From an optimization exercise on the open Yosys and OpenROAD flow, aimed at small area, a short achievable clock period and few clock cycles; shortcuts taken in it are not production practice. The RTL was checked by simulation tests, not by an equivalence proof against the original design. The flow treats the clock pin as an ideal source. Dropping or thinning the clock tree relies on that and would not hold on a real chip. Power is estimated from default activity; no workload was simulated.

==> flow/design.v <==
package pkt_loopback_pkg;
    typedef struct packed {
        logic                sop;
        logic                eop;
        logic [3-1:0] empty;
        logic [64-1:0]  data;
    } beat_t;
    typedef logic [$clog2(16 + 1)-1:0] beat_idx_t;
    typedef enum logic [1:0] {
        st_idle,
        st_load,
        st_send,
        st_done
    } tx_state_e;
endpackage
`timescale 1ns/1ns
module pkt_loopback_top (
    input  logic  rd_clk,
    input  logic  rd_rst_n,
    input  logic  link_up,
    input  logic  rx_valid,
    input  pkt_loopback_pkg::beat_t rx_beat,
    output logic  tx_valid,
    output pkt_loopback_pkg::beat_t tx_beat,
    input  logic  tx_ready
);
    localparam int N  = 16;          
    localparam int W  = 64 + 3 + 1;   
    localparam int P  = 4;           
    localparam int PW = 64 / P;
    logic [W-1:0] slot [N];
    logic [P-1:1] carry;             
    logic [N-1:0] v;                 
    logic [N-1:0] move;              
    logic         pop;
    logic         tv;                
    logic         next_sop;          
    logic         out_sop;
    assign pop = tv && tx_ready;
    logic [N-1:1] room;              
    logic [N:0]   empty_from;        
    logic [N-1:0] gap_at;            
    logic [N-1:0] two_from;          
    logic [N-1:0] v_stay;            
    logic [N-1:0] v_shift;           
    logic [N-1:0] v_nxt;
    logic [N-1:1] room_nxt;
    always_comb begin
        empty_from[N] = 1'b0;
        for (int i = 0; i < N; i++) begin
            empty_from[i] = !v[i] || ((i < N - 1) ? room[(i < N - 1) ? i + 1 : 1] : 1'b0);
        end
        for (int i = 0; i < N; i++) begin
            gap_at[i] = !v[i] && empty_from[i+1];
        end
        two_from[N-1] = 1'b0;
        for (int i = N - 2; i >= 0; i--) begin
            two_from[i] = two_from[i+1] || gap_at[i];
        end
        move[0] = rx_valid;
        for (int i = 1; i < N; i++) begin
            move[i] = room[i] || (v[i-1] && pop);
        end
        v_stay[0]  = rx_valid || (v[0] && !empty_from[1]);
        v_shift[0] = rx_valid;
        for (int i = 1; i < N; i++) begin
            v_stay[i]  = room[i] || (v[i] && !empty_from[i+1]);
            v_shift[i] = v[i-1];
        end
        v_nxt = pop ? v_shift : v_stay;
        room_nxt[1] = rx_valid && (two_from[0] || (pop && v[N-1] && empty_from[0]));
        for (int i = 2; i < N; i++) begin
            room_nxt[i] = v[i-2] && (two_from[i-1] || (pop && v[N-1] && empty_from[i-1]));
        end
    end
    logic [W-1:0] step [P];
    logic [P-1:0] cout;
    always_comb begin
        for (int i = 0; i < P; i++) begin
            logic         cin;
            logic [PW-1:0] part;
            cin     = (i == 0) ? 1'b1 : carry[i == 0 ? 1 : i];
            part    = slot[i][i*PW +: PW];
            step[i] = slot[i];
            step[i][i*PW +: PW] = part + PW'(cin);
            cout[i] = cin && (&part);
        end
    end
    always_ff @(posedge rd_clk) begin
        if (move[0]) begin
            slot[0] <= {rx_beat.eop,
                        rx_beat.empty & {3{rx_beat.eop}},
                        rx_beat.data};
        end
        for (int i = 1; i <= P; i++) begin
            if (move[i]) begin
                slot[i] <= step[i-1];
            end
        end
        for (int i = 1; i < P; i++) begin
            if (move[i]) begin
                carry[i] <= cout[i-1];
            end
        end
        for (int i = P + 1; i < N - 1; i++) begin
            if (move[i]) begin
                slot[i] <= slot[i-1];
            end
        end
    end
    logic keep_top;
    assign keep_top = v[N-1] && !pop;
    always_ff @(posedge rd_clk) begin
        slot[N-1] <= (slot[N-2] & {W{move[N-1]}}) | (slot[N-1] & {W{keep_top}});
        out_sop   <= (next_sop & move[N-1]) | (out_sop & keep_top);
    end
    always_ff @(posedge rd_clk or negedge rd_rst_n) begin
        if (!rd_rst_n) begin
            v        <= '0;
            room     <= '0;
            tv       <= 1'b0;
            next_sop <= 1'b1;
        end else begin
            v        <= v_nxt;
            room     <= room_nxt;
            if (move[N-1]) begin
                next_sop <= slot[N-2][W-1];
            end
            tv       <= v_nxt[N-1] && link_up;
        end
    end
    always_ff @(posedge rd_clk) begin
        tx_valid <= v_nxt[N-1] && link_up;
    end
    assign tx_beat = {out_sop, slot[N-1]};
endmodule
Settings: LEC_CHECK=0, CAP_MARGIN=20, CORE_MARGIN=2, CORE_UTILIZATION=65, SETUP_SLACK_MARGIN=3.05, SLEW_MARGIN=20; clock period 5.0 ns.
standard.sh (not shown) runs the stock make flow with config.mk's settings and CLKGATE_MAP_FILE= SYNTH_SCRIPT=/design/flow/synth_recipe.tcl, a recipe that flattens the netlist after the stock synthesis.
==> flow/flow/run.sh <==
#!/bin/bash
# The standard layout with two changes: the port buffers are buf_2 cells
# rather than the delay buffer that buffer_ports picks by default (every port
# still gets its own buffer), and the clock tree is built by cts_tree.tcl, a
# balanced two-level tree, in place of TritonCTS's three-level one. The make
# output goes to standard_flow.log here; ORFS keeps each step's log under
# orfs/logs. Timing repair fixes fanout with buffers rather than by cloning
# gates.
set -euo pipefail
here=$(pwd)
bash standard.sh BUFFER_PORTS_ARGS="-buffer_cell sky130_fd_sc_hd__buf_2" \
  PRE_CTS_TCL="$here/flow/cts_tree.tcl" SKIP_GATE_CLONING=1 finish > standard_flow.log 2>&1
Other scripts of this flow, unchanged in this note and not shown: flow/flow/cts_tree.tcl
Testbench counts at the start, summed over its fixed seeds: cycles 4,916.
Change:
--- a/flow/design.v
+++ b/flow/design.v
@@ -70,12 +70,23 @@
         v_nxt = pop ? v_shift : v_stay;
         room_nxt[1] = rx_valid && (two_from[0] || (pop && v[N-1] && empty_from[0]));
         for (int i = 2; i < N; i++) begin
             room_nxt[i] = v[i-2] && (two_from[i-1] || (pop && v[N-1] && empty_from[i-1]));
         end
     end
+    logic         skip;
+    logic [N-1:0] v_fin;
+    logic [N-1:1] room_fin;
+    always_comb begin
+        skip  = v[N-3] && !v[N-2] && (pop || !v[N-1]);
+        v_fin = v_nxt;
+        v_fin[N-1] = v_nxt[N-1] || skip;
+        v_fin[N-2] = v_nxt[N-2] && !skip;
+        room_fin = room_nxt;
+        room_fin[N-1] = room_nxt[N-1] && !skip;
+    end
     logic [W-1:0] step [P];
     logic [P-1:0] cout;
     always_comb begin
         for (int i = 0; i < P; i++) begin
             logic         cin;
             logic [PW-1:0] part;
@@ -108,29 +119,33 @@
             end
         end
     end
     logic keep_top;
     assign keep_top = v[N-1] && !pop;
     always_ff @(posedge rd_clk) begin
-        slot[N-1] <= (slot[N-2] & {W{move[N-1]}}) | (slot[N-1] & {W{keep_top}});
-        out_sop   <= (next_sop & move[N-1]) | (out_sop & keep_top);
+        slot[N-1] <= (slot[N-2] & {W{move[N-1]}}) | (slot[N-3] & {W{skip}}) |
+                     (slot[N-1] & {W{keep_top}});
+        out_sop   <= (next_sop & (move[N-1] || skip)) | (out_sop & keep_top);
     end
     always_ff @(posedge rd_clk or negedge rd_rst_n) begin
         if (!rd_rst_n) begin
             v        <= '0;
             room     <= '0;
             tv       <= 1'b0;
             next_sop <= 1'b1;
         end else begin
-            v        <= v_nxt;
-            room     <= room_nxt;
+            v        <= v_fin;
+            room     <= room_fin;
             if (move[N-1]) begin
                 next_sop <= slot[N-2][W-1];
             end
-            tv       <= v_nxt[N-1] && link_up;
+            if (skip) begin
+                next_sop <= slot[N-3][W-1];
+            end
+            tv       <= v_fin[N-1] && link_up;
         end
     end
     always_ff @(posedge rd_clk) begin
-        tx_valid <= v_nxt[N-1] && link_up;
+        tx_valid <= v_fin[N-1] && link_up;
     end
     assign tx_beat = {out_sop, slot[N-1]};
 endmodule
- global-route usage went up by 5.0 points
- routed wire length went up by 38%
- total power went up by 6.3%
- critical path depth went up by 7
- combinational power went up by 32%
- cell count went up by 7.2%
- clock skew went down by 0.010 ns
- sequential share of layout area went down by 3.4 points
- first-iteration DRC count went up by 120%
- design area went up by 4.4%
- area after synthesis went up by 0.97%
- via count went up by 14%
Testbench counts after the change, summed over its fixed seeds: cycles 4,821.
No run of this note takes its clock network from TritonCTS; it comes from the design's own scripts or RTL.

## separate check: timing with driven ports
How much do the figures lean on ideal ports? The routed layouts below were timed once more, with nothing changed but the port constraints. Step 1 (the two cells are an assumption about what drives the block):
set clk [get_ports {rd_clk}]
set_driving_cell -lib_cell sky130_fd_sc_hd__clkbuf_16 $clk
set_driving_cell -lib_cell sky130_fd_sc_hd__buf_2 [delete_from_list [all_inputs] $clk]
Step 2 also shifts input and output timing later by t, the mid clock arrival at the registers, as if the neighbouring blocks saw the same clock. a / b / c = ideal / step 1 / step 2; a / b = the first two.
run	t (ns)	setup WS [ns]	cell pins on the clock port's net
the first run	0.533	3.076 / 2.958 / 2.678	4
the second run	0.537	3.006 / 2.959 / 2.524	4
After both steps every run listed still meets setup and hold. The setup slack of the second run, which loses most, moves by -0.047 ns with the drivers and by -0.482 ns with both steps.
